Source: an optimization exercise on an open RTL-to-GDS flow (aim: small area, a short achievable clock period and few clock cycles per item). Production flows keep margins and buffers that such runs may drop.
RTL that was checked went through simulation tests only; none was proved equivalent to the original.
For runs 3 and 4, only the layout was checked, not whether the RTL still works.
Power figures rest on the tool's default switching activity, not on a simulated workload.

[flow/config.mk]
export PLATFORM = sky130hd
export DESIGN_NAME = cc_top
export DESIGN_NICKNAME = cc_top
export VERILOG_FILES = /design/flow/design.v
export SDC_FILE = /design/flow/constraint.sdc
export NUM_CORES = 4
export LEC_CHECK = 0
export CAP_MARGIN = 20
export CORE_MARGIN = 2
export CORE_UTILIZATION = 50
export SLEW_MARGIN = 20
[flow/constraint.sdc]
create_clock -name core_clock -period 10.0 [get_ports {clk}]
set_input_delay 2.0000 -clock core_clock [delete_from_list [all_inputs] [get_ports {clk}]]
set_output_delay 2.0000 -clock core_clock [all_outputs]
set_load 0.01 [all_outputs]
[flow/design.v]
package cc_pkg;
    localparam int board_dim = 6;
    localparam int cell_count = board_dim * board_dim;
    localparam logic [2:0] red    = 3'd0;
    localparam logic [2:0] blue   = 3'd1;
    localparam logic [2:0] green  = 3'd2;
    localparam logic [2:0] yellow = 3'd3;
    localparam logic [2:0] orange = 3'd4;
    localparam logic [2:0] purple = 3'd5;
    localparam logic [2:0] empty  = 3'd7;
    localparam logic [1:0] up    = 2'd0;
    localparam logic [1:0] down  = 2'd1;
    localparam logic [1:0] left  = 2'd2;
    localparam logic [1:0] right = 2'd3;
    localparam logic [2:0] idle         = 3'd0;
    localparam logic [2:0] load_actions = 3'd1;
    localparam logic [2:0] scan         = 3'd2;
    localparam logic [2:0] clear        = 3'd3;
    localparam logic [2:0] next_action  = 3'd4;
    localparam logic [2:0] report       = 3'd5;
endpackage
`timescale 1ns/1ns
module line_match (
    input  logic [3*cc_pkg::board_dim-1:0] cells,
    output logic [cc_pkg::board_dim-3:0]   hits,
    output logic [cc_pkg::board_dim-1:0]   covered,
    output logic [2:0]                     count
);
    logic [cc_pkg::board_dim-2:0] eq;
    always_comb begin
        for (int p = 0; p < cc_pkg::board_dim - 1; p++) begin
            eq[p] = cells[3*p +: 3] == cells[3*(p+1) +: 3];
        end
        for (int w = 0; w < cc_pkg::board_dim - 2; w++) begin
            hits[w] = (cells[3*w +: 3] != cc_pkg::empty) && eq[w] && eq[w+1];
        end
        covered = '0;
        for (int w = 0; w < cc_pkg::board_dim - 2; w++) begin
            covered[w +: 3] = covered[w +: 3] | {3{hits[w]}};
        end
    end
    assign count[2] = &hits;
    assign count[1] = (hits[0] | hits[2]) & (hits[1] | hits[3]) & !count[2];
    assign count[0] = (hits[0] ^ hits[1]) ^ (hits[2] ^ hits[3]);
endmodule
`timescale 1ns/1ns
module board_store (
    input  logic                            clk,
    input  logic                            rst_n,
    input  logic                            color_valid,
    input  logic [2:0]                      color,
    input  logic                            action_valid,
    input  logic [cc_pkg::board_dim-2:0]    vrows,
    input  logic [cc_pkg::board_dim-1:0]    hrows,
    input  logic [cc_pkg::board_dim-1:0]    cols,
    input  logic                            wipe,
    input  logic                            game_end,
    input  logic [cc_pkg::cell_count-1:0]   clear_mask,
    output logic [3*cc_pkg::cell_count-1:0] scan_board,
    output logic                            illegal
);
    localparam int dim = cc_pkg::board_dim;
    localparam int n   = cc_pkg::cell_count;
    logic [3*n-1:0] board;
    logic [n-1:0]   full;
    logic [n-1:0]   swap_v;
    logic [n-1:0]   swap_h;
    logic [n-1:0]   touched;
    logic [n-1:0]   hold;
    logic [n-1:0]   keep;
    logic [n-1:0]   load;
    logic [n-1:0]   clear;
    logic [2:0]     load_row;
    logic [2:0]     load_col;
    logic           stale;
    logic           blank;
    always_ff @(posedge clk or negedge rst_n) begin
        if (!rst_n) begin
            load_row <= '0;
            load_col <= '0;
            stale    <= 1'b1;
        end else if (game_end) begin
            load_row <= '0;
            load_col <= '0;
        end else begin
            if (color_valid || action_valid) begin
                stale <= 1'b0;
            end
            if (color_valid && load_row != 3'(dim)) begin
                if (load_col == 3'(dim - 1)) begin
                    load_col <= '0;
                    load_row <= load_row + 3'd1;
                end else begin
                    load_col <= load_col + 3'd1;
                end
            end
        end
    end
    assign blank = wipe || stale;
    always_comb begin
        for (int k = 0; k < n; k++) begin
            full[k] = board[3*k +: 3] != cc_pkg::empty;
        end
        for (int k = 0; k < n; k++) begin
            swap_v[k] = 1'b0;
            swap_h[k] = 1'b0;
            if (k / dim < dim - 1) swap_v[k] = vrows[k / dim] && cols[k % dim];
            if (k % dim < dim - 1) swap_h[k] = hrows[k / dim] && cols[k % dim];
        end
        for (int k = 0; k < n; k++) begin
            touched[k] = swap_v[k] || swap_h[k];
            if (k / dim > 0) touched[k] = touched[k] || swap_v[k - dim];
            if (k % dim > 0) touched[k] = touched[k] || swap_h[k - 1];
            keep[k] = !(blank || touched[k]);
            load[k] = color_valid && load_row == 3'(k / dim) && load_col == 3'(k % dim);
        end
    end
    assign illegal = |(touched & ~full);
    always_comb begin
        for (int k = 0; k < n; k++) begin
            hold[k]  = touched[k] && illegal;
            clear[k] = clear_mask[k] && action_valid && !illegal;
        end
    end
    always_comb begin
        for (int k = 0; k < n; k++) begin
            scan_board[3*k +: 3] = board[3*k +: 3] & {3{keep[k]}};
            if (k / dim > 0) begin
                scan_board[3*k +: 3] = scan_board[3*k +: 3] | (board[3*(k - dim) +: 3] & {3{swap_v[k - dim]}});
            end
            if (k / dim < dim - 1) begin
                scan_board[3*k +: 3] = scan_board[3*k +: 3] | (board[3*(k + dim) +: 3] & {3{swap_v[k]}});
            end
            if (k % dim > 0) begin
                scan_board[3*k +: 3] = scan_board[3*k +: 3] | (board[3*(k - 1) +: 3] & {3{swap_h[k - 1]}});
            end
            if (k % dim < dim - 1) begin
                scan_board[3*k +: 3] = scan_board[3*k +: 3] | (board[3*(k + 1) +: 3] & {3{swap_h[k]}});
            end
        end
    end
    always_ff @(posedge clk) begin
        for (int k = 0; k < n; k++) begin
            board[3*k +: 3] <= (hold[k] ? board[3*k +: 3] : scan_board[3*k +: 3])
                             | {3{clear[k]}} | (color & {3{load[k]}});
        end
    end
endmodule
`timescale 1ns/1ns
module action_queue #(
    parameter int max_actions = 10
) (
    input  logic                         clk,
    input  logic                         rst_n,
    input  logic                         action_valid,
    input  logic [7:0]                   action,
    input  logic                         game_end,
    output logic [cc_pkg::board_dim-2:0] vrows,
    output logic [cc_pkg::board_dim-1:0] hrows,
    output logic [cc_pkg::board_dim-1:0] cols,
    output logic                         started
);
    localparam int dim   = cc_pkg::board_dim;
    localparam int cnt_w = $clog2(max_actions + 1);
    logic [cnt_w-1:0] kept;
    logic             more;
    logic [1:0]       dir;
    logic [2:0]       row;
    logic [2:0]       col;
    logic             take;
    logic [dim-1:0]   row_is;
    logic [dim-1:0]   col_is;
    assign dir  = action[7:6];
    assign row  = action[5:3];
    assign col  = action[2:0];
    assign take = action_valid && more;
    always_comb begin
        for (int i = 0; i < dim; i++) begin
            row_is[i] = row == 3'(i);
            col_is[i] = col == 3'(i);
        end
    end
    always_ff @(posedge clk or negedge rst_n) begin
        if (!rst_n) begin
            vrows <= '0;
            hrows <= '0;
        end else begin
            for (int i = 0; i < dim - 1; i++) begin
                vrows[i] <= take && (col < 3'(dim))
                         && ((dir == cc_pkg::up && row_is[i + 1]) || (dir == cc_pkg::down && row_is[i]));
            end
            for (int i = 0; i < dim; i++) begin
                hrows[i] <= take && row_is[i]
                         && ((dir == cc_pkg::left && col != 3'd0 && col < 3'(dim))
                          || (dir == cc_pkg::right && col < 3'(dim - 1)));
            end
        end
    end
    always_ff @(posedge clk) begin
        for (int i = 0; i < dim; i++) begin
            if (i < dim - 1) begin
                cols[i] <= dir == cc_pkg::left ? col_is[i + 1] : col_is[i];
            end else begin
                cols[i] <= dir != cc_pkg::left && col_is[i];
            end
        end
    end
    always_ff @(posedge clk or negedge rst_n) begin
        if (!rst_n) begin
            kept    <= '0;
            more    <= 1'b1;
            started <= 1'b0;
        end else if (game_end) begin
            kept    <= '0;
            more    <= 1'b1;
            started <= 1'b0;
        end else if (action_valid) begin
            started <= 1'b1;
            if (take) begin
                kept <= kept + 1'b1;
                more <= kept != cnt_w'(max_actions - 1);
            end
        end
    end
endmodule
`timescale 1ns/1ns
module match_scan (
    input  logic [3*cc_pkg::cell_count-1:0] board,
    output logic [cc_pkg::cell_count-1:0]   clear_mask,
    output logic [3*2*cc_pkg::board_dim-1:0] line_counts
);
    localparam int dim = cc_pkg::board_dim;
    logic [3*dim-1:0] row_cells [dim];
    logic [3*dim-1:0] col_cells [dim];
    logic [dim-3:0]   row_hits  [dim];
    logic [dim-3:0]   col_hits  [dim];
    logic [dim-1:0]   row_cov   [dim];
    logic [dim-1:0]   col_cov   [dim];
    always_comb begin
        for (int i = 0; i < dim; i++) begin
            for (int j = 0; j < dim; j++) begin
                row_cells[i][3*j +: 3] = board[3*(i*dim + j) +: 3];
                col_cells[i][3*j +: 3] = board[3*(j*dim + i) +: 3];
            end
        end
    end
    for (genvar i = 0; i < dim; i++) begin : g_line
        line_match row_inst (
            .cells   (row_cells[i]),
            .hits    (row_hits[i]),
            .covered (row_cov[i]),
            .count   (line_counts[3*i +: 3])
        );
        line_match col_inst (
            .cells   (col_cells[i]),
            .hits    (col_hits[i]),
            .covered (col_cov[i]),
            .count   (line_counts[3*(dim + i) +: 3])
        );
    end
    always_comb begin
        for (int i = 0; i < dim; i++) begin
            for (int j = 0; j < dim; j++) begin
                clear_mask[i*dim + j] = row_cov[i][j] | col_cov[j][i];
            end
        end
    end
endmodule
`timescale 1ns/1ns
module cc_ctrl (
    input  logic                             clk,
    input  logic                             rst_n,
    input  logic                             started,
    input  logic                             action_valid,
    input  logic                             illegal,
    input  logic [3*2*cc_pkg::board_dim-1:0] line_counts,
    output logic                             game_end,
    output logic                             wipe,
    output logic                             out_valid,
    output logic [6:0]                       score
);
    localparam int lines = 2 * cc_pkg::board_dim;
    logic [3*lines-1:0] cnt_l;
    logic               act_l;
    logic               end_l;
    logic [5:0]         row_a;
    logic [5:0]         row_b;
    logic [5:0]         sum_a;
    logic [5:0]         sum_b;
    logic               act_q;
    logic               end_q;
    logic [6:0]         total;
    logic [6:0]         total_nxt;
    assign game_end = started && !action_valid;
    assign wipe     = end_l;
    sum12 sum12_inst (
        .in_0  (cnt_l[0 +: 3]),
        .in_1  (cnt_l[3 +: 3]),
        .in_2  (cnt_l[6 +: 3]),
        .in_3  (cnt_l[9 +: 3]),
        .in_4  (cnt_l[12 +: 3]),
        .in_5  (cnt_l[15 +: 3]),
        .in_6  (cnt_l[18 +: 3]),
        .in_7  (cnt_l[21 +: 3]),
        .in_8  (cnt_l[24 +: 3]),
        .in_9  (cnt_l[27 +: 3]),
        .in_10 (cnt_l[30 +: 3]),
        .in_11 (cnt_l[33 +: 3]),
        .row_a (row_a),
        .row_b (row_b)
    );
    always_ff @(posedge clk) begin
        cnt_l <= line_counts;
        sum_a <= row_a;
        sum_b <= row_b;
    end
    always_ff @(posedge clk or negedge rst_n) begin
        if (!rst_n) begin
            act_l <= 1'b0;
            end_l <= 1'b0;
            act_q <= 1'b0;
            end_q <= 1'b0;
        end else begin
            act_l <= (action_valid || started) && !illegal;
            end_l <= game_end;
            act_q <= act_l;
            end_q <= end_l;
        end
    end
    assign total_nxt = total + (act_q ? 7'(sum_a) + 7'(sum_b) : 7'd0);
    always_ff @(posedge clk or negedge rst_n) begin
        if (!rst_n) begin
            total     <= '0;
            out_valid <= 1'b0;
            score     <= '0;
        end else begin
            total     <= end_q ? 7'd0 : total_nxt;
            out_valid <= end_q;
            score     <= end_q ? total_nxt : '0;
        end
    end
endmodule
module sum12 (
    input  logic [2:0] in_0,
    input  logic [2:0] in_1,
    input  logic [2:0] in_2,
    input  logic [2:0] in_3,
    input  logic [2:0] in_4,
    input  logic [2:0] in_5,
    input  logic [2:0] in_6,
    input  logic [2:0] in_7,
    input  logic [2:0] in_8,
    input  logic [2:0] in_9,
    input  logic [2:0] in_10,
    input  logic [2:0] in_11,
    output logic [5:0] row_a,
    output logic [5:0] row_b
);
    logic t1, t2, t3, t4, t5, t6, t7, t8, t9, t10, t11, t12, t13, t14, t15, t16, t17, t18, t19, t20, t21, t22, t23, t24, t25, t26, t27, t28, t29, t30, t31, t32, t33, t34, t35, t36, t37, t38, t39, t40, t41, t42, t43, t44, t45, t46, t47, t48, t49, t50, t51, t52, t53, t54;
    assign t1 = in_0[0] ^ in_1[0] ^ in_2[0];
    assign t2 = (in_0[0] & in_1[0]) | (in_0[0] & in_2[0]) | (in_1[0] & in_2[0]);
    assign t3 = in_3[0] ^ in_4[0] ^ in_5[0];
    assign t4 = (in_3[0] & in_4[0]) | (in_3[0] & in_5[0]) | (in_4[0] & in_5[0]);
    assign t5 = in_6[0] ^ in_7[0] ^ in_8[0];
    assign t6 = (in_6[0] & in_7[0]) | (in_6[0] & in_8[0]) | (in_7[0] & in_8[0]);
    assign t7 = in_9[0] ^ in_10[0] ^ in_11[0];
    assign t8 = (in_9[0] & in_10[0]) | (in_9[0] & in_11[0]) | (in_10[0] & in_11[0]);
    assign t9 = in_0[1] ^ in_1[1] ^ in_2[1];
    assign t10 = (in_0[1] & in_1[1]) | (in_0[1] & in_2[1]) | (in_1[1] & in_2[1]);
    assign t11 = in_3[1] ^ in_4[1] ^ in_5[1];
    assign t12 = (in_3[1] & in_4[1]) | (in_3[1] & in_5[1]) | (in_4[1] & in_5[1]);
    assign t13 = in_6[1] ^ in_7[1] ^ in_8[1];
    assign t14 = (in_6[1] & in_7[1]) | (in_6[1] & in_8[1]) | (in_7[1] & in_8[1]);
    assign t15 = in_9[1] ^ in_10[1] ^ in_11[1];
    assign t16 = (in_9[1] & in_10[1]) | (in_9[1] & in_11[1]) | (in_10[1] & in_11[1]);
    assign t17 = in_0[2] ^ in_1[2] ^ in_2[2];
    assign t18 = (in_0[2] & in_1[2]) | (in_0[2] & in_2[2]) | (in_1[2] & in_2[2]);
    assign t19 = in_3[2] ^ in_4[2] ^ in_5[2];
    assign t20 = (in_3[2] & in_4[2]) | (in_3[2] & in_5[2]) | (in_4[2] & in_5[2]);
    assign t21 = in_6[2] ^ in_7[2] ^ in_8[2];
    assign t22 = (in_6[2] & in_7[2]) | (in_6[2] & in_8[2]) | (in_7[2] & in_8[2]);
    assign t23 = in_9[2] ^ in_10[2] ^ in_11[2];
    assign t24 = (in_9[2] & in_10[2]) | (in_9[2] & in_11[2]) | (in_10[2] & in_11[2]);
    assign t25 = t1 ^ t3 ^ t5;
    assign t26 = (t1 & t3) | (t1 & t5) | (t3 & t5);
    assign t27 = t2 ^ t4 ^ t6;
    assign t28 = (t2 & t4) | (t2 & t6) | (t4 & t6);
    assign t29 = t8 ^ t9 ^ t11;
    assign t30 = (t8 & t9) | (t8 & t11) | (t9 & t11);
    assign t31 = t10 ^ t12 ^ t14;
    assign t32 = (t10 & t12) | (t10 & t14) | (t12 & t14);
    assign t33 = t16 ^ t17 ^ t19;
    assign t34 = (t16 & t17) | (t16 & t19) | (t17 & t19);
    assign t35 = t18 ^ t20 ^ t22;
    assign t36 = (t18 & t20) | (t18 & t22) | (t20 & t22);
    assign t37 = t26 ^ t27 ^ t29;
    assign t38 = (t26 & t27) | (t26 & t29) | (t27 & t29);
    assign t39 = t28 ^ t30 ^ t31;
    assign t40 = (t28 & t30) | (t28 & t31) | (t30 & t31);
    assign t41 = t33 ^ t21 ^ t23;
    assign t42 = (t33 & t21) | (t33 & t23) | (t21 & t23);
    assign t43 = t32 ^ t34 ^ t35;
    assign t44 = (t32 & t34) | (t32 & t35) | (t34 & t35);
    assign t45 = t37 ^ t13 ^ t15;
    assign t46 = (t37 & t13) | (t37 & t15) | (t13 & t15);
    assign t47 = t38 ^ t39 ^ t41;
    assign t48 = (t38 & t39) | (t38 & t41) | (t39 & t41);
    assign t49 = t40 ^ t42 ^ t43;
    assign t50 = (t40 & t42) | (t40 & t43) | (t42 & t43);
    assign t51 = t48 ^ t49 ^ t24;
    assign t52 = (t48 & t49) | (t48 & t24) | (t49 & t24);
    assign t53 = t50 ^ t44 ^ t36;
    assign t54 = (t50 & t44) | (t50 & t36) | (t44 & t36);
    assign row_a[0] = t25;
    assign row_b[0] = t7;
    assign row_a[1] = t45;
    assign row_b[1] = 1'b0;
    assign row_a[2] = t46;
    assign row_b[2] = t47;
    assign row_a[3] = t51;
    assign row_b[3] = 1'b0;
    assign row_a[4] = t52;
    assign row_b[4] = t53;
    assign row_a[5] = t54;
    assign row_b[5] = 1'b0;
endmodule
`timescale 1ns/1ns
module cc_top #(
    parameter int max_actions = 10
) (
    input  logic            clk,
    input  logic            rst_n,
    input  logic            color_valid,
    input  logic [2:0]      color,
    input  logic            action_valid,
    input  logic [7:0]      action,
    output logic            out_valid,
    output logic [6:0]      score
);
    logic [107:0] scan_board;
    logic [35:0]  clear_mask;
    logic [35:0]  line_counts;
    logic [4:0]   vrows;
    logic [5:0]   hrows;
    logic [5:0]   cols;
    logic         started;
    logic         game_end;
    logic         wipe;
    logic         illegal;
    board_store board_store_inst (
        .clk          (clk),
        .rst_n        (rst_n),
        .color_valid  (color_valid),
        .color        (color),
        .action_valid (action_valid),
        .vrows        (vrows),
        .hrows        (hrows),
        .cols         (cols),
        .wipe         (wipe),
        .game_end     (game_end),
        .clear_mask   (clear_mask),
        .scan_board   (scan_board),
        .illegal      (illegal)
    );
    action_queue #(
        .max_actions (max_actions)
    ) action_queue_inst (
        .clk          (clk),
        .rst_n        (rst_n),
        .action_valid (action_valid),
        .action       (action),
        .game_end     (game_end),
        .vrows        (vrows),
        .hrows        (hrows),
        .cols         (cols),
        .started      (started)
    );
    match_scan match_scan_inst (
        .board       (scan_board),
        .clear_mask  (clear_mask),
        .line_counts (line_counts)
    );
    cc_ctrl cc_ctrl_inst (
        .clk          (clk),
        .rst_n        (rst_n),
        .started      (started),
        .action_valid (action_valid),
        .illegal      (illegal),
        .line_counts  (line_counts),
        .game_end     (game_end),
        .wipe         (wipe),
        .out_valid    (out_valid),
        .score        (score)
    );
endmodule
[flow/flow/run.sh]
#!/bin/bash
# The standard layout with two changes: ABC's default mapping script in
# synthesis (flow/synth.tcl), and plain buffers (not delay buffers) on the
# ports. Each tool's output is kept in the ORFS logs; make's in orfs_make.log.
set -euo pipefail
here=$(pwd)
bash standard.sh SYNTH_SCRIPT="$here/flow/synth.tcl" \
  BUFFER_PORTS_ARGS="-buffer_cell sky130_fd_sc_hd__buf_4" SETUP_SLACK_MARGIN=7.0 finish > orfs_make.log 2>&1
[flow/flow/synth.tcl]
# synth_recipe.tcl (the standard synthesis), except that ABC maps the logic
# with its default script for a liberty library instead of ORFS's speed
# script. Registers are mapped before ABC runs, so they are the standard
# synthesis's, with the same names and cells.
proc synth {args} { yosys synth -nofsm -noshare {*}$args }
proc abc {args} {
  set i [lsearch -exact $args -script]
  if {$i >= 0} {
    set args [lreplace $args $i [expr {$i + 1}]]
  }
  puts "OWN-FLOW abc $args"
  yosys abc {*}$args
}
source $::env(SCRIPTS_DIR)/synth.tcl
# left out here: clear keep_hierarchy, flatten, clean up, hide names made inside functions, write 1_2_yosys.v
[flow/standard.sh]
#!/bin/bash
# synth_recipe.tcl (not shown) runs the flow's synth.tcl, then flattens the netlist and writes it again
# the make line also repeats each setting of config.mk as NAME=value (left out here)
make -C /OpenROAD-flow-scripts/flow DESIGN_CONFIG=/design/flow/config.mk WORK_HOME=/design/flow/orfs CLKGATE_MAP_FILE= SYNTH_SCRIPT=/design/flow/synth_recipe.tcl "${@:-finish}"
==> metrics.log, run 1 <==
INFO  metric status = no timing/DRC/antenna violations
INFO  metric clk_root_buffer_cell = sky130_fd_sc_hd__clkbuf_16
INFO  metric routed_wire_length_per_instance = 28.03 um
INFO  metric switching_share = 48.55%
INFO  metric grt_antenna_before_repair = 1
INFO  metric synth_flop_cell = sky130_fd_sc_hd__dfxtp_1
INFO  metric syn-num-nets = 2084
INFO  metric via_count_of_the_first_global_routing_pass = 16960
INFO  metric timing_worst_slew_pin_value = 812.9 ps
INFO  metric total_number_of_yosys_warnings = 13
INFO  metric drt-total-wl = 74030 um
INFO  metric num_vias = 18680
INFO  metric setup_total_negative_slack = 0 ps
INFO  metric synth-edff-count = 0
INFO  metric worstPathMaxFanout = 10
INFO  metric global_route.overflow_total = 0
INFO  metric worst_hold_check_slack = 356.2 ps
INFO  metric die_h = 181.8 um
INFO  metric seq_power_share = 26.1%
INFO  metric cp.arrival = 3970 ps
INFO  metric power.internal = 3405 uW
INFO  metric cts_hold_buf = 0
INFO  metric finalSetupViolCount = 0
INFO  metric cts_inserted_buffers = 24
INFO  metric track_usage = 41.04%
INFO  metric timing_hold_violations_final = 0
INFO  metric via_per_inst = 7.073
INFO  metric end_kind = register
INFO  metric synthCells = 1991
INFO  metric category_of_the_most_critical_setup_path = register to register
INFO  metric hpwl = 45920 um
INFO  metric layout_min_cycle_time = 3546 ps
INFO  metric layoutNonFillerInstCount = 2641
INFO  metric stdcell_area = 22130 um2
INFO  metric coreArea = 31310 um2
INFO  metric gp_congestion = 0.9724
INFO  metric flow.area_growth_from_synthesis = 40.06%
INFO  metric grt_pass1_wl = 104300 um
INFO  metric fmax = 0.2820 GHz
INFO  metric antenna_violating_nets_post_route = 0
INFO  metric vdd_drop_max = 0.1794 mV
INFO  metric width_of_the_die = 181.8 um
INFO  metric finalCritPeriodShare = 35.46%
INFO  metric placedCellCount = 2346
INFO  metric cap_violations = 0
INFO  metric yosys-top-cells-area = sky130_fd_sc_hd__dfxtp_1 20%, sky130_fd_sc_hd__nand3_1 8.7%, sky130_fd_sc_hd__dfrtp_1 6.5%
INFO  metric grt_setup_unrepaired = yes
INFO  metric worst_skew_pair.late_latency = 560 ps
INFO  metric placement.cell_area = 16250 um2
INFO  metric slew_violations = 0
INFO  metric final_antenna_diode_count = 0
INFO  metric power_share_of_the_combinational_group = 59.3%
INFO  metric cp.required = 10420 ps
INFO  metric die_footprint = 33040 um2
INFO  metric p_sw = 3214 uW
INFO  metric final_layout_size_suffix_gt1_share = 31.31%
INFO  metric cts_htree_levels = 1
INFO  metric leakagePower = 0.008992 uW
INFO  metric i_o_buffers = 22
INFO  metric final.setup_skew = 23.40 ps
INFO  metric ys_seq_elements = 202
INFO  metric detailedRoute.firstIterationViolations = 3183
INFO  metric ys_seq_area_share = 26.97%
INFO  metric setup.worst_path.start_class = register
INFO  metric p_per_area = 299.1 nW/um2
INFO  metric maximum_number_of_pins_on_one_net_before_global_route_repair = 44
INFO  metric synth-async-reset-ratio = 21.29%
INFO  metric drc = 0
INFO  metric synth.cell_area = 15800 um2
INFO  metric synthDistinctLibCells = 65
INFO  metric syn_avg_cell_area = 7.936 um2
INFO  metric boundaryPins = 23
INFO  metric cts_num_sinks = 202
INFO  metric layout.nets = 2314
INFO  metric hold_path_class = register to register
INFO  metric maxSlewHeadroom = 45.23%
INFO  metric floorplan.initialDensity = 50.47%
INFO  metric post_synth_top_area_share = 20.14%
INFO  metric detail_route.first_pass.iterations = 13
INFO  metric fillers = 2414
INFO  metric cts-root-to-sink-buffers = 3
INFO  metric clock_tree_from_tritoncts = yes
INFO  metric clock_power_share = 14.6%
INFO  metric placement_rows = 65
INFO  metric synthDominantAreaCellType = sky130_fd_sc_hd__dfxtp_1
INFO  metric clkTransAtPathRegs = 60 ps
## placed cells by master (no fill, tap or decap), types with 18 or more instances in the layout
cell,Yosys,layout
sky130_fd_sc_hd__mux2i_1,85,83
sky130_fd_sc_hd__clkbuf_16,0,27
sky130_fd_sc_hd__dfxtp_1,159,155
sky130_fd_sc_hd__a22oi_2,0,22
sky130_fd_sc_hd__o21ai_0,73,45
sky130_fd_sc_hd__fa_1,28,23
sky130_fd_sc_hd__nor2_1,89,71
sky130_fd_sc_hd__dfrtp_1,41,33
sky130_fd_sc_hd__xor2_1,102,92
sky130_fd_sc_hd__buf_6,1,38
sky130_fd_sc_hd__nand2_2,0,19
sky130_fd_sc_hd__and2_1,28,35
sky130_fd_sc_hd__nor3_2,0,21
sky130_fd_sc_hd__inv_1,86,76
sky130_fd_sc_hd__and2_0,51,22
sky130_fd_sc_hd__nand3_1,275,199
sky130_fd_sc_hd__ha_1,50,32
sky130_fd_sc_hd__buf_4,1,207
sky130_fd_sc_hd__nand3_2,0,73
sky130_fd_sc_hd__xnor2_1,88,73
sky130_fd_sc_hd__nand4_1,85,85
sky130_fd_sc_hd__o211ai_1,18,18
sky130_fd_sc_hd__nand2_1,242,219
sky130_fd_sc_hd__a222oi_1,49,49
sky130_fd_sc_hd__a21oi_1,44,22
sky130_fd_sc_hd__a22oi_1,86,64
sky130_fd_sc_hd__ha_4,0,18
## flip-flops by register name (all words and copies together), names as in the netlist, 3 cells and up
signal,count
action_queue_inst.vrows,5
cc_ctrl_inst.cnt_l,36
cc_ctrl_inst.score,7
board_store_inst.load_col,3
action_queue_inst.cols,6
cc_ctrl_inst.total,7
cc_ctrl_inst.sum_b,3
action_queue_inst.kept,4
cc_ctrl_inst.sum_a,6
board_store_inst.board,108
board_store_inst.load_row,3
action_queue_inst.hrows,6
## power groups by stage
stage | clock network, uW | registers [uW] | logic, uW
5_1_grt | 1000 | 1720 | 4110
3_5_place_dp | 0 | 1660 | 2480
4_1_cts | 970 | 1650 | 3060
2_1_floorplan | 0 | 1400 | 1770
6_report | 968 | 1730 | 3930
3_3_place_gp | 0 | 1660 | 2440
## final cells by class
type | count | area (um2) | area share [%]
well taps | 402 | 503.0 | 2.273
repair buffers | 284 | 2873 | 12.98
multi-input cells | 1623 | 13270 | 59.97
flip-flops and latches | 202 | 4292 | 19.39
clock inverters | 13 | 198.9 | 0.8989
clock buffers | 31 | 666.9 | 3.013
inverters | 86 | 325.3 | 1.470
## critical path: stages, from the launching register on
cell and delay [ps]:
sky130_fd_sc_hd__dfrtp_4 540, sky130_fd_sc_hd__buf_6 160, sky130_fd_sc_hd__nand2_2 210, sky130_fd_sc_hd__a21oi_2 160
sky130_fd_sc_hd__a41oi_2 240, sky130_fd_sc_hd__nand4_1 430, sky130_fd_sc_hd__or4_4 580, sky130_fd_sc_hd__nor3_4 190
sky130_fd_sc_hd__buf_12 190, sky130_fd_sc_hd__buf_12 130, sky130_fd_sc_hd__buf_16 160, sky130_fd_sc_hd__a31oi_4 60
sky130_fd_sc_hd__mux2i_1 230, sky130_fd_sc_hd__nand3_1 110
## synthesized netlist by cell type (44+ instances only)
| master | instances |
|---|---|
| sky130_fd_sc_hd__ha_1 | 50 |
| sky130_fd_sc_hd__a21oi_1 | 44 |
| sky130_fd_sc_hd__and2_0 | 51 |
| sky130_fd_sc_hd__nor2_1 | 89 |
| sky130_fd_sc_hd__inv_1 | 86 |
| sky130_fd_sc_hd__xnor2_1 | 88 |
| sky130_fd_sc_hd__nand4_1 | 85 |
| sky130_fd_sc_hd__o21ai_0 | 73 |
| sky130_fd_sc_hd__dfxtp_1 | 159 |
| sky130_fd_sc_hd__a22oi_1 | 86 |
| sky130_fd_sc_hd__mux2i_1 | 85 |
| sky130_fd_sc_hd__nand2_1 | 242 |
| sky130_fd_sc_hd__xor2_1 | 102 |
| sky130_fd_sc_hd__nand3_1 | 275 |
| sky130_fd_sc_hd__a222oi_1 | 49 |
| sky130_fd_sc_hd__clkbuf_1 | 64 |
## per-layer routing
| layer | routed length, um | track usage [%] | vias to the layer above |
|---|---|---|---|
| met1 | 26260 | 53.27 | 8797 |
| met4 | 6193 | 25.11 | 2 |
| met2 | 30920 | 61.13 | 1593 |
| met3 | 10650 | 10.65 | 449 |
| li1 | - | - | 7839 |
| met5 | 10 | 0 | - |
## cells by family after synthesis
kind of cell             Yosys count  synth area share, %
buffers and inverters            166                4.110
AND/OR/NAND/NOR                  887                27.87
flip-flops                       202                26.97
AO/OA/AOI/OAI                    383                17.63
multiplexers                      85                5.384
adder cells (fa/ha/maj)           78                7.507
XOR/XNOR                         190                10.53
## final timing paths
kind,from,to,slack [ps],depth (start not counted)
setup reg to reg,action_queue_inst.vrows[1],board_store_inst.board[83],6450,13
hold / removal,cc_ctrl_inst.act_l,cc_ctrl_inst.act_q,360,0
min in group asynchronous,rst_n,action_queue_inst.kept[2],1460,1
hold reg to reg,cc_ctrl_inst.act_l,cc_ctrl_inst.act_q,360,0
setup / recovery,action_queue_inst.vrows[1],board_store_inst.board[83],6450,13
max in group asynchronous,rst_n,action_queue_inst.vrows[0],8090,1
## metrics by stage
| step | setup WS (ps) | power (uW) | util (%) |
|---|---|---|---|
| CTS | 6731 | 5684 | 63.51 |
| finish | 6454 | 6619 | 70.68 |
| global route | 6490 | 6832 | 70.68 |
| detailed placement | 5603 | 4135 | 51.88 |
| global placement | 5760 | 4102 | 51.88 |
| floorplan | 6983 | 3164 | - |
## repair_timing
item                       4_1_cts  5_1_grt
setup endpoints to repair      160      158
cloned                          12        3
buffers inserted               135      101
pin swaps                      129      171
resized for setup              323      290
hold endpoints to repair         0        0
Testbench counts, summed over its fixed seeds: cycles 23,520, games 480.
==> inputs of run 2 (changes only) <==
--- a/flow/flow/run.sh
+++ b/flow/flow/run.sh
@@ -6,3 +6,3 @@
 here=$(pwd)
 bash standard.sh SYNTH_SCRIPT="$here/flow/synth.tcl" \
-  BUFFER_PORTS_ARGS="-buffer_cell sky130_fd_sc_hd__buf_4" SETUP_SLACK_MARGIN=7.0 finish > orfs_make.log 2>&1
+  BUFFER_PORTS_ARGS="-buffer_cell sky130_fd_sc_hd__buf_4" SETUP_SLACK_MARGIN=6.5 finish > orfs_make.log 2>&1
--- a/flow/config.mk
+++ b/flow/config.mk
@@ -8,4 +8,5 @@
 export CAP_MARGIN = 20
 export CORE_MARGIN = 2
-export CORE_UTILIZATION = 50
+export CORE_UTILIZATION = 58
+export CTS_BUF_LIST = sky130_fd_sc_hd__clkbuf_8
 export SLEW_MARGIN = 20
==> run 2 against run 1 <==
  * Still clean on timing, DRC and antenna
  * Routed wire length fell by 16%
  * Clock-buffer cell count up 17
  * Non-clock buffer count is 195 lower
  * Register-to-register slack better by 20 ps
  * Sequential power is 2% lower
  * Via count down 8.8%
  * Clock skew is 7.3 ps lower
  * Sequential share of layout area is 4.7 points higher
  * Synthesized area unchanged
  * Final cell count fell by 8.9%
  * Combinational power down 31%
  * Critical path type unchanged
  * Largest cell class unchanged
==> metrics.log, run 2 <==
INFO  metric coreArea = 26880 um2 (-14%)
INFO  metric layout.nets = 2133 (-7.8%)
INFO  metric synthDistinctLibCells = 65 (unchanged)
INFO  metric i_o_buffers = 22 (unchanged)
INFO  metric ys_seq_area_share = 26.97% (unchanged)
INFO  metric cpLargestDelayFamily = simple AND/OR/NAND/NOR gates
INFO  metric registers.top_by_ff_count = board_store_inst.board
INFO  metric cts_num_sinks = 202 (unchanged)
INFO  metric largestRegisters = board_store_inst.board: 108 flops, cc_ctrl_inst.cnt_l: 36 flops
INFO  metric cts-root-to-sink-buffers = 3 (unchanged)
INFO  metric largest_family_of_logic_cells_by_synthesized_area = simple AND/OR/NAND/NOR gates
INFO  metric worst_hold_path.num_cells = 0 (unchanged)
INFO  metric ys_seq_elements = 202 (unchanged)
INFO  metric finalCritPeriodShare = 35.27% (-0.20 points)
INFO  metric drc = 0 (unchanged)
INFO  metric synth.mux.area_fraction = 5.384% (unchanged)
INFO  metric rr_worst_depth = 9 (-4)
INFO  metric setup.worst_path.start = cc_ctrl_inst.end_l
INFO  metric leakagePower = 0.007140 uW (-21%)
INFO  metric vdd_drop_max = 0.1987 mV (+11%)
INFO  metric fraction_of_the_mapped_netlist_area_in_compound_gates = 17.63% (unchanged)
INFO  metric clk_root_buffer_cell = sky130_fd_sc_hd__clkbuf_8
INFO  metric grt_antenna_before_repair = 2 (+1)
INFO  metric synthDominantAreaCellType = sky130_fd_sc_hd__dfxtp_1
INFO  metric category_of_the_most_critical_setup_path = register to register
INFO  metric synth-edff-count = 0 (unchanged)
INFO  metric syn-num-nets = 2084 (unchanged)
INFO  metric die_footprint = 28580 um2 (-14%)
INFO  metric regToRegSetupSlack = 6470 ps (+20 ps)
INFO  metric cp.arrival = 3930 ps (-40 ps)
INFO  metric fin_util = 66.24% (-4.4 points)
INFO  metric setup.worst_path.start_class = register
INFO  metric routed_wire_length_per_instance = 25.74 um (-8.2%)
INFO  metric detailedRoute.firstIterationViolations = 2741 (-14%)
INFO  metric via_per_inst = 7.075 (about the same)
INFO  metric gp_congestion = 1.014 (+4.2%)
INFO  metric syn_avg_cell_area = 7.936 um2 (unchanged)
INFO  metric most_frequent_cells_in_the_layout = 262 x sky130_fd_sc_hd__nand3_1, 239 x sky130_fd_sc_hd__nand2_1, 156 x sky130_fd_sc_hd__dfxtp_1, 100 x sky130_fd_sc_hd__xor2_1, 96 x sky130_fd_sc_hd__inv_1
INFO  metric yosys-top-cells-area = sky130_fd_sc_hd__dfxtp_1 20%, sky130_fd_sc_hd__nand3_1 8.7%, sky130_fd_sc_hd__dfrtp_1 6.5%
INFO  metric track_usage = 42.34% (+1.3 points)
INFO  metric stdcell_area = 17800 um2 (-20%)
INFO  metric post_synth_xor_area_fraction = 10.53% (unchanged)
INFO  metric worst_hold_startpoint = cc_ctrl_inst.act_l
INFO  metric total_number_of_yosys_warnings = 13 (unchanged)
INFO  metric detail_route.first_pass.iterations = 7 (-6)
INFO  metric grt_setup_unrepaired = yes
INFO  metric crit_path_top_delay_cell = sky130_fd_sc_hd__nor3_1
INFO  metric p_per_area = 293.1 nW/um2 (-2.0%)
INFO  metric synth_flop_cell = sky130_fd_sc_hd__dfxtp_1
INFO  metric cts_htree_levels = 2 (+1)
INFO  metric maximum_number_of_pins_on_one_net_before_global_route_repair = 63 (+43%)
INFO  metric post_synth_top_area_share = 20.14% (unchanged)
INFO  metric boundaryPins = 23 (unchanged)
INFO  metric min_to = cc_ctrl_inst.act_q
INFO  metric worstPathBufferInverterCount = 1 (-3)
INFO  metric setup_total_negative_slack = 0 ps (unchanged)
INFO  metric reg2reg_from = cc_ctrl_inst.end_l
INFO  metric floorplan.initialDensity = 58.79% (+8.3 points)
INFO  metric synth-async-reset-ratio = 21.29% (unchanged)
INFO  metric timing_worst_slew_pin_value = 777.6 ps (-35.26 ps)
INFO  metric cap_violations = 0 (unchanged)
INFO  metric final.setup_skew = 16.10 ps (-7.301 ps)
INFO  metric clock_tree_from_tritoncts = yes
INFO  metric synth_fa_ha_area_share = 7.507% (unchanged)
INFO  metric cts_hold_buf = 0 (unchanged)
INFO  metric via_count_of_the_first_global_routing_pass = 15791 (-6.9%)
INFO  metric flow.area_growth_from_synthesis = 12.67%
INFO  metric hold_path_class = register to register
INFO  metric timing_hold_violations_final = 0 (unchanged)
INFO  metric end_kind = register
INFO  metric flip_flop_count_of_the_largest_register_after_layout = 108 (unchanged)
INFO  metric cts_inserted_buffers = 37 (+54%)
INFO  metric cp.required = 10400 ps (-20 ps)
INFO  metric status = no timing/DRC/antenna violations
INFO  metric grt_pass1_wl = 93930 um (-9.9%)
INFO  metric fillers = 2383 (-1.3%)
INFO  metric slowest_stage_delay_on_critical_path = 640 ps (+60 ps)
INFO  metric finalSetupViolCount = 0 (unchanged)
INFO  metric synth_most_common_cell = sky130_fd_sc_hd__nand3_1
INFO  metric synth.cell_area = 15800 um2 (unchanged)
INFO  metric ranking_of_synthesized_cells_by_instance_count = 275 x sky130_fd_sc_hd__nand3_1, 242 x sky130_fd_sc_hd__nand2_1, 159 x sky130_fd_sc_hd__dfxtp_1
INFO  metric placement.cell_area = 16140 um2 (-0.64%)
INFO  metric hpwl = 44010 um (-4.2%)
INFO  metric die_h = 169.1 um (-7.0%)
INFO  metric synthSimpleGateAreaFrac = 27.87% (unchanged)
INFO  metric slew_violations = 0 (unchanged)
INFO  metric global_route.overflow_total = 0 (unchanged)
INFO  metric antenna_violating_nets_post_route = 0 (unchanged)
INFO  metric num_vias = 17029 (-8.8%)
INFO  metric fmax = 0.2835 GHz (+0.56%)
INFO  metric final_antenna_diode_count = 0 (unchanged)
INFO  metric final_layout_size_suffix_gt1_share = 10.84% (-20 points)
INFO  metric path_cells = nor2_4 -> buf_12 -> and3_1 -> a221o_1 -> xor2_1 -> nor3_2 -> o2111ai_2 -> nor3_1 -> a221oi_1
INFO  metric sum_of_internal_switching_and_leakage_power = 5219 uW (-21%)
INFO  metric worst_skew_pair.late_latency = 560 ps (about the same)
INFO  metric layout.cells.most_common = sky130_fd_sc_hd__nand3_1
INFO  metric width_of_the_die = 169.1 um (-7.0%)
INFO  metric maxSlewHeadroom = 47.61% (+2.4 points)
INFO  metric drt-total-wl = 61970 um (-16%)
INFO  metric worstPathMaxFanout = 62 (+52)
INFO  metric placement_rows = 60 (-7.7%)
INFO  metric synthCells = 1991 (unchanged)
INFO  metric layout_min_cycle_time = 3527 ps (-19.60 ps)
INFO  metric clkTransAtPathRegs = 60 ps (about the same)
INFO  metric rr_endpoint = cc_ctrl_inst.cnt_l[28]
run 2: cell counts after synthesis:
Identical to the previous run, type by type.
run 2: worst max path at each step:
| stage | endpoint | slack, ps | cells past startpoint |
|---|---|---|---|
| after floorplan | board_store_inst.load_row[2] | 6670 | 7 |
| final | cc_ctrl_inst.cnt_l[28] | 6470 | 9 |
| after detailed placement | board_store_inst.board[94] | 5400 | 9 |
| after CTS | cc_ctrl_inst.cnt_l[34] | 6430 | 10 |
| after global placement | board_store_inst.board[65] | 5450 | 9 |
| after global routing | cc_ctrl_inst.cnt_l[15] | 6480 | 10 |
run 2: cell type report:
cell class,count,area (um2),area share [%]
Inverter,86,322.8,1.813
Tap cell,341,426.7,2.397
Timing Repair Buffer,89,754.5,4.238
Clock buffer,48,660.6,3.711
Clock inverter,17,80.08,0.4498
Sequential cell,202,4280,24.04
Multi-Input combinational cell,1624,11280,63.35
run 2: metal layers:
metal | part of all wire (%) | GRT usage, % | routed length (um) | vias to the layer above
li1 | - | - | - | 7490
met1 | 38 | 57.55 | 23580 | 7893
met5 | 0 | 0 | 0 | -
met2 | 41 | 61.87 | 25560 | 1352
met3 | 14 | 9.656 | 8422 | 294
met4 | 7.1 | 24.12 | 4408 | 0
run 2: metrics by stage:
step / hold slack [ps] / worst slack [ps] / instances
after floorplan: 331.2 / 6674 / 1991
after global placement: 334.0 / 5445 / 2283
after detailed placement: 343.3 / 5399 / 2283
after CTS: 355.8 / 6431 / 2376
after global routing: 375.9 / 6484 / 2407
final: 353.8 / 6473 / 2407
run 2: repair_timing:
action | CTS | global route
pin swaps | 9 | 14
buffers inserted | 26 | 31
endpoints found under the hold margin | 0 | 0
endpoints found under the setup margin | 145 | 128
resized for setup | 61 | 54
gates cloned | 2 | 0
run 2: cells by family after synthesis:
logic type,after synthesis
AOI/OAI and AO/OA,383
muxes,85
xor gates and xnor gates,190
and+or+nand+nor,887
adders and majority gates,78
buffers and inverters,166
DFF,202
run 2: where the power goes:
group	total [uW]	internal, uW	switching (uW)
registers	1690	1110	574
logic	2730	1050	1680
clock network	800	430	370
total	5220	2590	2630
run 2: worst reg2reg max path, cell delays in order (launching register included):
cell and delay [ps]:
sky130_fd_sc_hd__dfrtp_1 520, sky130_fd_sc_hd__nor2_4 320, sky130_fd_sc_hd__buf_12 320, sky130_fd_sc_hd__and3_1 310
sky130_fd_sc_hd__a221o_1 350, sky130_fd_sc_hd__xor2_1 140, sky130_fd_sc_hd__nor3_2 360, sky130_fd_sc_hd__o2111ai_2 310
sky130_fd_sc_hd__nor3_1 640, sky130_fd_sc_hd__a221oi_1 110
==> inputs of run 3 (changes only) <==
--- a/flow/design.v
+++ b/flow/design.v
@@ -71,26 +71,24 @@
     logic [n-1:0]   load;
     logic [n-1:0]   clear;
-    logic [2:0]     load_row;
-    logic [2:0]     load_col;
+    logic [dim:0]   load_row;    
+    logic [dim-1:0] load_col;    
     logic           stale;
     logic           blank;
     always_ff @(posedge clk or negedge rst_n) begin
         if (!rst_n) begin
-            load_row <= '0;
-            load_col <= '0;
+            load_row <= 7'd1;
+            load_col <= 6'd1;
             stale    <= 1'b1;
         end else if (game_end) begin
-            load_row <= '0;
-            load_col <= '0;
+            load_row <= 7'd1;
+            load_col <= 6'd1;
         end else begin
             if (color_valid || action_valid) begin
                 stale <= 1'b0;
             end
-            if (color_valid && load_row != 3'(dim)) begin
-                if (load_col == 3'(dim - 1)) begin
-                    load_col <= '0;
-                    load_row <= load_row + 3'd1;
-                end else begin
-                    load_col <= load_col + 3'd1;
+            if (color_valid && !load_row[dim]) begin
+                load_col <= {load_col[dim-2:0], load_col[dim-1]};
+                if (load_col[dim-1]) begin
+                    load_row <= {load_row[dim-1:0], 1'b0};
                 end
             end
@@ -113,5 +111,5 @@
             if (k % dim > 0) touched[k] = touched[k] || swap_h[k - 1];
             keep[k] = !(blank || touched[k]);
-            load[k] = color_valid && load_row == 3'(k / dim) && load_col == 3'(k % dim);
+            load[k] = color_valid && load_row[k / dim] && load_col[k % dim];
         end
     end
@@ -284,8 +282,12 @@
     logic               act_l;
     logic               end_l;
-    logic [5:0]         row_a;
-    logic [5:0]         row_b;
-    logic [5:0]         sum_a;
-    logic [5:0]         sum_b;
+    logic [5:0]         row_0;
+    logic [5:0]         row_1;
+    logic [5:0]         row_2;
+    logic [5:0]         sum_0;
+    logic [5:0]         sum_1;
+    logic [5:0]         sum_2;
+    logic [6:0]         acc_a;
+    logic [6:0]         acc_b;
     logic               act_q;
     logic               end_q;
@@ -307,11 +309,13 @@
         .in_10 (cnt_l[30 +: 3]),
         .in_11 (cnt_l[33 +: 3]),
-        .row_a (row_a),
-        .row_b (row_b)
+        .row_0 (row_0),
+        .row_1 (row_1),
+        .row_2 (row_2)
     );
     always_ff @(posedge clk) begin
         cnt_l <= line_counts;
-        sum_a <= row_a;
-        sum_b <= row_b;
+        sum_0 <= row_0;
+        sum_1 <= row_1;
+        sum_2 <= row_2;
     end
     always_ff @(posedge clk or negedge rst_n) begin
@@ -328,5 +332,13 @@
         end
     end
-    assign total_nxt = total + (act_q ? 7'(sum_a) + 7'(sum_b) : 7'd0);
+    sum4 sum4_inst (
+        .in_0  (total),
+        .in_1  (act_q ? 7'(sum_0) : 7'd0),
+        .in_2  (act_q ? 7'(sum_1) : 7'd0),
+        .in_3  (act_q ? 7'(sum_2) : 7'd0),
+        .row_0 (acc_a),
+        .row_1 (acc_b)
+    );
+    assign total_nxt = acc_a + acc_b;
     always_ff @(posedge clk or negedge rst_n) begin
         if (!rst_n) begin
@@ -354,8 +366,9 @@
     input  logic [2:0] in_10,
     input  logic [2:0] in_11,
-    output logic [5:0] row_a,
-    output logic [5:0] row_b
+    output logic [5:0] row_0,
+    output logic [5:0] row_1,
+    output logic [5:0] row_2
 );
-    logic t1, t2, t3, t4, t5, t6, t7, t8, t9, t10, t11, t12, t13, t14, t15, t16, t17, t18, t19, t20, t21, t22, t23, t24, t25, t26, t27, t28, t29, t30, t31, t32, t33, t34, t35, t36, t37, t38, t39, t40, t41, t42, t43, t44, t45, t46, t47, t48, t49, t50, t51, t52, t53, t54;
+    logic t1, t2, t3, t4, t5, t6, t7, t8, t9, t10, t11, t12, t13, t14, t15, t16, t17, t18, t19, t20, t21, t22, t23, t24, t25, t26, t27, t28, t29, t30, t31, t32, t33, t34, t35, t36, t37, t38, t39, t40, t41, t42, t43, t44, t45, t46, t47, t48, t49, t50;
     assign t1 = in_0[0] ^ in_1[0] ^ in_2[0];
     assign t2 = (in_0[0] & in_1[0]) | (in_0[0] & in_2[0]) | (in_1[0] & in_2[0]);
@@ -408,20 +421,72 @@
     assign t49 = t40 ^ t42 ^ t43;
     assign t50 = (t40 & t42) | (t40 & t43) | (t42 & t43);
-    assign t51 = t48 ^ t49 ^ t24;
-    assign t52 = (t48 & t49) | (t48 & t24) | (t49 & t24);
-    assign t53 = t50 ^ t44 ^ t36;
-    assign t54 = (t50 & t44) | (t50 & t36) | (t44 & t36);
-    assign row_a[0] = t25;
-    assign row_b[0] = t7;
-    assign row_a[1] = t45;
-    assign row_b[1] = 1'b0;
-    assign row_a[2] = t46;
-    assign row_b[2] = t47;
-    assign row_a[3] = t51;
-    assign row_b[3] = 1'b0;
-    assign row_a[4] = t52;
-    assign row_b[4] = t53;
-    assign row_a[5] = t54;
-    assign row_b[5] = 1'b0;
+    assign row_0[0] = t25;
+    assign row_1[0] = t7;
+    assign row_2[0] = 1'b0;
+    assign row_0[1] = t45;
+    assign row_1[1] = 1'b0;
+    assign row_2[1] = 1'b0;
+    assign row_0[2] = t46;
+    assign row_1[2] = t47;
+    assign row_2[2] = 1'b0;
+    assign row_0[3] = t48;
+    assign row_1[3] = t49;
+    assign row_2[3] = t24;
+    assign row_0[4] = t50;
+    assign row_1[4] = t44;
+    assign row_2[4] = t36;
+    assign row_0[5] = 1'b0;
+    assign row_1[5] = 1'b0;
+    assign row_2[5] = 1'b0;
+endmodule
+module sum4 (
+    input  logic [6:0] in_0,
+    input  logic [6:0] in_1,
+    input  logic [6:0] in_2,
+    input  logic [6:0] in_3,
+    output logic [6:0] row_0,
+    output logic [6:0] row_1
+);
+    logic t1, t2, t3, t4, t5, t6, t7, t8, t9, t10, t11, t12, t13, t14, t15, t16, t17, t18, t19, t20, t21, t22, t23, t24, t25, t26;
+    assign t1 = in_0[0] ^ in_1[0] ^ in_2[0];
+    assign t2 = (in_0[0] & in_1[0]) | (in_0[0] & in_2[0]) | (in_1[0] & in_2[0]);
+    assign t3 = in_0[1] ^ in_1[1] ^ in_2[1];
+    assign t4 = (in_0[1] & in_1[1]) | (in_0[1] & in_2[1]) | (in_1[1] & in_2[1]);
+    assign t5 = in_0[2] ^ in_1[2] ^ in_2[2];
+    assign t6 = (in_0[2] & in_1[2]) | (in_0[2] & in_2[2]) | (in_1[2] & in_2[2]);
+    assign t7 = in_0[3] ^ in_1[3] ^ in_2[3];
+    assign t8 = (in_0[3] & in_1[3]) | (in_0[3] & in_2[3]) | (in_1[3] & in_2[3]);
+    assign t9 = in_0[4] ^ in_1[4] ^ in_2[4];
+    assign t10 = (in_0[4] & in_1[4]) | (in_0[4] & in_2[4]) | (in_1[4] & in_2[4]);
+    assign t11 = in_0[5] ^ in_1[5] ^ in_2[5];
+    assign t12 = (in_0[5] & in_1[5]) | (in_0[5] & in_2[5]) | (in_1[5] & in_2[5]);
+    assign t13 = in_0[6] ^ in_1[6] ^ in_2[6];
+    assign t14 = (in_0[6] & in_1[6]) | (in_0[6] & in_2[6]) | (in_1[6] & in_2[6]);
+    assign t15 = t2 ^ t3 ^ in_3[1];
+    assign t16 = (t2 & t3) | (t2 & in_3[1]) | (t3 & in_3[1]);
+    assign t17 = t4 ^ t5 ^ in_3[2];
+    assign t18 = (t4 & t5) | (t4 & in_3[2]) | (t5 & in_3[2]);
+    assign t19 = t6 ^ t7 ^ in_3[3];
+    assign t20 = (t6 & t7) | (t6 & in_3[3]) | (t7 & in_3[3]);
+    assign t21 = t8 ^ t9 ^ in_3[4];
+    assign t22 = (t8 & t9) | (t8 & in_3[4]) | (t9 & in_3[4]);
+    assign t23 = t10 ^ t11 ^ in_3[5];
+    assign t24 = (t10 & t11) | (t10 & in_3[5]) | (t11 & in_3[5]);
+    assign t25 = t12 ^ t13 ^ in_3[6];
+    assign t26 = (t12 & t13) | (t12 & in_3[6]) | (t13 & in_3[6]);
+    assign row_0[0] = t1;
+    assign row_1[0] = in_3[0];
+    assign row_0[1] = t15;
+    assign row_1[1] = 1'b0;
+    assign row_0[2] = t16;
+    assign row_1[2] = t17;
+    assign row_0[3] = t18;
+    assign row_1[3] = t19;
+    assign row_0[4] = t20;
+    assign row_1[4] = t21;
+    assign row_0[5] = t22;
+    assign row_1[5] = t23;
+    assign row_0[6] = t24;
+    assign row_1[6] = t25;
 endmodule
 `timescale 1ns/1ns
--- a/flow/config.mk
+++ b/flow/config.mk
@@ -8,5 +8,4 @@
 export CAP_MARGIN = 20
 export CORE_MARGIN = 2
-export CORE_UTILIZATION = 58
-export CTS_BUF_LIST = sky130_fd_sc_hd__clkbuf_8
+export CORE_UTILIZATION = 50
 export SLEW_MARGIN = 20
==> run 3 against run 2 <==
  * Still clean on timing, DRC and antenna
  * Global-route usage down 4.5 points
  * Routed wire length up 4.9%
  * Register-to-register slack hardly changed
  * Clock-buffer cell count down 11
  * Utilization decreased by 9.7 points
  * Fmax up 0.13%
  * Clock skew rose by 7.3 ps
  * Power up 2.7%
  * Die area up 18%
  * Sequential share of layout area is 1.1 points higher
  * Critical path depth grew 1
  * Clock power is 28% higher
  * Largest cell class unchanged
  * Highest routed layer is now met5
==> metrics.log, run 3 <==
INFO  metric grt_pass1_wl = 97210 um (+3.5%)
INFO  metric synthCells = 1975 (-0.80%)
INFO  metric global_route.overflow_total = 0 (unchanged)
INFO  metric cp.required = 10520 ps (+120 ps)
INFO  metric width_of_the_die = 183.6 um (+8.6%)
INFO  metric worst_skew_pair.late_latency = 580 ps (+20 ps)
INFO  metric track_usage = 37.81% (-4.5 points)
INFO  metric synthDominantAreaCellType = sky130_fd_sc_hd__dfxtp_1
INFO  metric drt-total-wl = 64990 um (+4.9%)
INFO  metric vdd_drop_max = 0.2224 mV (+12%)
INFO  metric finalSetupViolCount = 0 (unchanged)
INFO  metric flow.area_growth_from_synthesis = 10.92%
INFO  metric final.setup_skew = 23.41 ps (+7.307 ps)
INFO  metric via_per_inst = 7.031 (-0.62%)
INFO  metric cts_hold_buf = 0 (unchanged)
INFO  metric clk_root_buffer_cell = sky130_fd_sc_hd__clkbuf_16
INFO  metric synth-edff-count = 0 (unchanged)
INFO  metric slowest_stage_delay_on_critical_path = 560 ps (-80 ps)
INFO  metric power.internal = 2772 uW (+7.0%)
INFO  metric timing_worst_slew_pin_value = 739.3 ps (-38.38 ps)
INFO  metric crit_path_top_delay_cell = sky130_fd_sc_hd__dfrtp_2
INFO  metric category_of_the_most_critical_setup_path = register to register
INFO  metric detailedRoute.firstIterationViolations = 2272 (-17%)
INFO  metric layout.nets = 2060 (-3.4%)
INFO  metric drc = 0 (unchanged)
INFO  metric routed_wire_length_per_instance = 27.15 um (+5.4%)
INFO  metric antenna_violating_nets_post_route = 0 (unchanged)
INFO  metric layout.cells.most_common = sky130_fd_sc_hd__nand3_1
INFO  metric hold_path_class = register to register
INFO  metric clkTransAtPathRegs = 60 ps (about the same)
INFO  metric die_footprint = 33710 um2 (+18%)
INFO  metric layout_min_cycle_time = 3522 ps (-4.490 ps)
INFO  metric coreArea = 31640 um2 (+18%)
INFO  metric maximum_number_of_pins_on_one_net_before_global_route_repair = 98 (+56%)
INFO  metric setup.worst_path.start_class = register
INFO  metric cap_violations = 0 (unchanged)
INFO  metric leakagePower = 0.007228 uW (+1.2%)
INFO  metric slew_violations = 0 (unchanged)
INFO  metric end_kind = register
INFO  metric timing_hold_violations_final = 0 (unchanged)
INFO  metric floorplan.initialDensity = 50.98% (-7.8 points)
INFO  metric clock_power_share = 19.0% (+3.7 points)
INFO  metric maxSlewHeadroom = 50.72% (+3.1 points)
INFO  metric cts_htree_levels = 1 (-1)
INFO  metric finalCritPeriodShare = 35.22% (-0.045 points)
INFO  metric fin_util = 56.54% (-9.7 points)
INFO  metric syn-num-nets = 2064 (-0.96%)
INFO  metric status = no timing/DRC/antenna violations
INFO  metric synth_flop_cell = sky130_fd_sc_hd__dfxtp_1
INFO  metric die_h = 183.6 um (+8.6%)
INFO  metric total_number_of_yosys_warnings = 13 (unchanged)
INFO  metric most_frequent_cells_in_the_layout = 233 x sky130_fd_sc_hd__nand3_1, 226 x sky130_fd_sc_hd__nand2_1, 158 x sky130_fd_sc_hd__dfxtp_1, 108 x sky130_fd_sc_hd__xnor2_1, 97 x sky130_fd_sc_hd__inv_1
INFO  metric via_count_of_the_first_global_routing_pass = 15866 (+0.47%)
INFO  metric ys_seq_elements = 211 (+4.5%)
INFO  metric cpLargestDelayFamily = compound AO/OA/AOI/OAI gates
INFO  metric post_synth_top_area_share = 19.98% (-0.16 points)
INFO  metric flip_flop_count_of_the_largest_register_after_layout = 108 (unchanged)
INFO  metric cp.arrival = 4040 ps (+110 ps)
INFO  metric fmax = 0.2839 GHz (+0.13%)
INFO  metric ranking_of_synthesized_cells_by_instance_count = 249 x sky130_fd_sc_hd__nand3_1, 227 x sky130_fd_sc_hd__nand2_1, 161 x sky130_fd_sc_hd__dfxtp_1
INFO  metric clock_tree_from_tritoncts = yes
INFO  metric worstPathMaxFanout = 56 (-9.7%)
INFO  metric yosys-top-cells-area = sky130_fd_sc_hd__dfxtp_1 20%, sky130_fd_sc_hd__nand3_1 7.7%, sky130_fd_sc_hd__dfrtp_1 7.1%
INFO  metric boundaryPins = 23 (unchanged)
INFO  metric synth-async-reset-ratio = 23.70% (+2.4 points)
INFO  metric detail_route.first_pass.iterations = 8 (+1)
INFO  metric final_antenna_diode_count = 0 (unchanged)
INFO  metric cts_inserted_buffers = 27 (-27%)
INFO  metric p_per_area = 299.6 nW/um2 (+2.2%)
INFO  metric largestRegisters = board_store_inst.board: 108 flops, cc_ctrl_inst.cnt_l: 36 flops
INFO  metric gp_congestion = 1.029 (+1.5%)
INFO  metric synthDistinctLibCells = 68 (+4.6%)
INFO  metric synth_most_common_cell = sky130_fd_sc_hd__nand3_1
INFO  metric seq_power_share = 32.4% (about the same)
INFO  metric grt_setup_unrepaired = yes
INFO  metric synth.cell_area = 16130 um2 (+2.1%)
INFO  metric syn_avg_cell_area = 8.166 um2 (+2.9%)
INFO  metric worstPathBufferInverterCount = 2 (+1)
INFO  metric p_sw = 2588 uW (-1.6%)
INFO  metric hpwl = 46730 um (+6.2%)
INFO  metric final_layout_size_suffix_gt1_share = 9.789% (-1.1 points)
INFO  metric registers.top_by_ff_count = board_store_inst.board
INFO  metric power_share_of_the_combinational_group = 48.6% (-3.7 points)
INFO  metric ys_seq_area_share = 27.77% (+0.80 points)
INFO  metric grt_antenna_before_repair = 3 (+1)
INFO  metric cts_num_sinks = 211 (+4.5%)
INFO  metric num_vias = 16832 (-1.2%)
INFO  metric setup_total_negative_slack = 0 ps (unchanged)
INFO  metric cts-root-to-sink-buffers = 3 (unchanged)
INFO  metric placement_rows = 65 (+8.3%)
INFO  metric switching_share = 48.29% (-2.1 points)
INFO  metric i_o_buffers = 22 (unchanged)
INFO  metric path_cells = a22oi_1 -> a21oi_1 -> nor4_1 -> nand4_1 -> nor3_4 -> buf_12 -> nand2_1 -> buf_4 -> a31oi_2 -> a211o_1
run 3: layer usage:
metal	routed length (um)	GRT usage, %	vias up	part of all wire (%)
met2	28340	58.40	1168	44
li1	-	-	7344	-
met4	3637	19.68	2	5.6
met3	7474	7.627	242	12
met5	12	0	-	0.018
met1	25520	50.00	8076	39
run 3: cell families (layout without fill, tap and decap cells):
kind of cell	after synthesis	after routing	share of synthesized area, %
and+or+nand+nor	851	851	27.25
AOI/OAI and AO/OA	387	387	17.77
DFF	211	211	27.77
xor gates and xnor gates	192	192	10.43
buffers and inverters	177	194	4.259
muxes	83	83	5.291
adders and majority gates	74	74	7.230
run 3: path summary, 6_finish.rpt:
check	from	endpoint	depth (start not counted)	slack, ps
min reg2reg	cc_ctrl_inst.act_l	cc_ctrl_inst.act_q	0	370
max reg2reg	action_queue_inst.vrows[1]	board_store_inst.board[53]	10	6480
max	action_queue_inst.vrows[1]	board_store_inst.board[53]	10	6480
min	cc_ctrl_inst.act_l	cc_ctrl_inst.act_q	0	370
max in group asynchronous	rst_n	action_queue_inst.vrows[1]	1	7950
min in group asynchronous	rst_n	cc_ctrl_inst.total[3]	1	1470
run 3: timing repair:
item                                    in CTS  in global routing
endpoints found under the setup margin     130                116
resized for setup                           37                 44
buffers inserted                             2                 13
pin swaps                                    1                  9
run 3: power groups by stage:
stage               clock [uW]  sequential, uW  combinational (uW)
global route              1060            1740                2820
finish                    1020            1730                2610
floorplan                    0            1430                1770
CTS                       1020            1690                2500
global placement             0            1710                2410
detailed placement           0            1710                2440
run 3: cell type report:
type	count	area, um2
fillers	2983	13750
multi-input cells	1587	11240
flip-flops and latches	211	4498
clock buffers	37	753.2
well taps	402	503.0
repair buffers	46	370.4
inverters	98	367.9
clock inverters	13	160.2
run 3: per-stage QoR:
stage / hold WS [ps] / cell area, um2 / total power [uW] / instances / worst slack [ps]
finish: 370.6 / 17890 / 5360 / 2394 / 6478
global route: 373.7 / 17890 / 5614 / 2394 / 6395
CTS: 373.6 / 17640 / 5205 / 2381 / 6474
detailed placement: 360.9 / 16560 / 4142 / 2329 / 5866
global placement: 335.4 / 16560 / 4114 / 2329 / 5910
floorplan: 331.2 / 16130 / 3192 / 1975 / 7060
run 3: worst register-to-register path, delay by kind of cell, from the launching register on:
kind                   cells  cell delay (ps)
AO/OA/AOI/OAI              4             1200
AND/OR/NAND/NOR            4             1110
buffers and inverters      2              610
flip-flops                 1              560
==> inputs of run 4 (changes only) <==
--- a/flow/flow/run.sh
+++ b/flow/flow/run.sh
@@ -6,3 +6,3 @@
 here=$(pwd)
 bash standard.sh SYNTH_SCRIPT="$here/flow/synth.tcl" \
-  BUFFER_PORTS_ARGS="-buffer_cell sky130_fd_sc_hd__buf_4" SETUP_SLACK_MARGIN=6.5 finish > orfs_make.log 2>&1
+  BUFFER_PORTS_ARGS="-buffer_cell sky130_fd_sc_hd__buf_4" SETUP_SLACK_MARGIN=6.7 finish > orfs_make.log 2>&1
--- a/flow/config.mk
+++ b/flow/config.mk
@@ -8,4 +8,5 @@
 export CAP_MARGIN = 20
 export CORE_MARGIN = 2
-export CORE_UTILIZATION = 50
+export CORE_UTILIZATION = 58
+export CTS_BUF_LIST = sky130_fd_sc_hd__clkbuf_8
 export SLEW_MARGIN = 20
==> run 4 against run 3 <==
  * Still clean on timing, DRC and antenna
  * Non-clock buffer count grew 59
  * Sequential share of layout area shrank 1.1 points
  * First-iteration DRC count grew 29%
  * Power grew 1.1%
  * Final area grew 4.8%
  * Utilization grew 12 points
  * Critical path type unchanged
  * Largest power group unchanged
==> metrics.log, run 4 <==
INFO  metric largestRegisters = board_store_inst.board: 108 flops, cc_ctrl_inst.cnt_l: 36 flops
INFO  metric routed_wire_length_per_instance = 26.29 um (-3.2%)
INFO  metric finalCritPeriodShare = 33.78% (-1.4 points)
INFO  metric num_vias = 17387 (+3.3%)
INFO  metric total_number_of_yosys_warnings = 13 (unchanged)
INFO  metric leakagePower = 0.007829 uW (+8.3%)
INFO  metric fillers = 2369 (-21%)
INFO  metric cts_inserted_buffers = 39 (+44%)
INFO  metric slowest_stage_delay_on_critical_path = 570 ps (about the same)
INFO  metric hold_path_class = register to register
INFO  metric category_of_the_most_critical_setup_path = register to register
INFO  metric floorplan.initialDensity = 58.54% (+7.6 points)
INFO  metric crit_path_end = board_store_inst.board[57]
INFO  metric placement_rows = 61 (-6.2%)
INFO  metric ys_seq_area_share = 27.77% (unchanged)
INFO  metric die_footprint = 29160 um2 (-14%)
INFO  metric drt-total-wl = 64490 um (-0.77%)
INFO  metric multi_input_area = 11710 um2 (+4.2%)
INFO  metric die_h = 170.8 um (-7.0%)
INFO  metric detailedRoute.firstIterationViolations = 2930 (+29%)
INFO  metric cap_violations = 0 (unchanged)
INFO  metric maximum_number_of_pins_on_one_net_before_global_route_repair = 62 (-37%)
INFO  metric worstPathBufferInverterCount = 2 (unchanged)
INFO  metric post_synth_top_area_share = 19.98% (unchanged)
INFO  metric i_o_buffers = 22 (unchanged)
INFO  metric via_per_inst = 7.088 (+0.81%)
INFO  metric worst_skew_pair.late_latency = 580 ps (about the same)
INFO  metric ys_seq_elements = 211 (unchanged)
INFO  metric cts_num_sinks = 211 (unchanged)
INFO  metric worstPathMaxFanout = 24 (-57%)
INFO  metric flow.area_growth_from_synthesis = 16.29%
INFO  metric rr_endpoint = board_store_inst.board[57]
INFO  metric syn-num-nets = 2064 (unchanged)
INFO  metric placement.cell_area = 16510 um2 (-0.27%)
INFO  metric status = no timing/DRC/antenna violations
INFO  metric cpLargestDelayFamily = compound AO/OA/AOI/OAI gates
INFO  metric reg2reg_from = action_queue_inst.vrows[3]
INFO  metric drc = 0 (unchanged)
INFO  metric final.setup_skew = 22.85 ps (-0.5582 ps)
INFO  metric registers.top_by_ff_count = board_store_inst.board
INFO  metric grt_pass1_wl = 96560 um (-0.67%)
INFO  metric register_area = 4512 um2 (+0.31%)
INFO  metric place_worst_setup_slack = 5541 ps (-325.5 ps)
INFO  metric synth_flop_cell = sky130_fd_sc_hd__dfxtp_1
INFO  metric ranking_of_synthesized_cells_by_instance_count = 249 x sky130_fd_sc_hd__nand3_1, 227 x sky130_fd_sc_hd__nand2_1, 161 x sky130_fd_sc_hd__dfxtp_1
INFO  metric vdd_drop_max = 0.1507 mV (-32%)
INFO  metric grt_setup_unrepaired = yes
INFO  metric coreArea = 27550 um2 (-13%)
INFO  metric grt_antenna_before_repair = 0 (-3)
[run 4: cell counts after synthesis]
No cell type changed its count.
[run 4: cell families after synthesis]
family,count (synthesis),synth area share (%)
AOI/OAI and AO/OA,387,17.77
buffers and inverters,177,4.259
xor gates and xnor gates,192,10.43
adders and majority gates,74,7.230
and+or+nand+nor,851,27.25
DFF,211,27.77
muxes,83,5.291
[run 4: worst min path at each step]
| stage | start | to | slack (ps) | depth (start not counted) |
|---|---|---|---|---|
| after global placement | cc_ctrl_inst.act_l | cc_ctrl_inst.act_q | 350 | 0 |
| after floorplan | cc_ctrl_inst.act_l | cc_ctrl_inst.act_q | 330 | 0 |
| after global routing | cc_ctrl_inst.act_l | cc_ctrl_inst.act_q | 370 | 0 |
| after CTS | cc_ctrl_inst.act_l | cc_ctrl_inst.act_q | 370 | 0 |
| final | cc_ctrl_inst.act_l | cc_ctrl_inst.act_q | 360 | 0 |
| after detailed placement | cc_ctrl_inst.act_l | cc_ctrl_inst.act_q | 360 | 0 |
[run 4: repair_timing]
item,in CTS,in global routing
hold buffers,0,0
setup endpoints to repair,144,118
pin swaps,17,39
setup buffers,21,53
gates cloned,2,1
gates resized for setup,77,105
[run 4: power by group]
group	internal, uW	switching (uW)	total (uW)
clock network	450	392	843
registers	1150	587	1730
logic	1160	1680	2840
[run 4: cell type report]
cell class	instances	area share, %
clock inverter	22	0.5470
tap	378	2.522
multi-input combinational	1588	62.41
timing repair buffer	105	4.823
inverter	98	1.961
antenna	1	0.01334
clock buffer	50	3.669
sequential	211	24.06
[run 4: metrics by stage]
| stage | hold WS [ps] | cells | utilization [%] |
|---|---|---|---|
| 2_1_floorplan | 331.2 | 1975 | - |
| 3_5_place_dp | 356.3 | 2303 | 59.93 |
| 6_report | 363.6 | 2453 | 68.07 |
| 5_1_grt | 371.2 | 2452 | 68.06 |
| 3_3_place_gp | 349.6 | 2303 | 59.93 |
| 4_1_cts | 366.9 | 2398 | 64.71 |
[run 4: metal layers]
| layer | vias up | GRT usage (%) | wire [um] |
|---|---|---|---|
| met5 | - | 2.609 | 0 |
| li1 | 7506 | - | - |
| met2 | 1337 | 66.15 | 27560 |
| met1 | 8185 | 55.25 | 23980 |
| met4 | 0 | 24.27 | 4665 |
| met3 | 359 | 10.96 | 8287 |

Setup slack of run 4, layout unchanged: 6.622 ns with ideal ports, 6.622 ns with driving cells assumed (clock clkbuf_16, inputs buf_2), 6.404 ns with port delays also shifted by the 0.615 ns mid clock arrival.
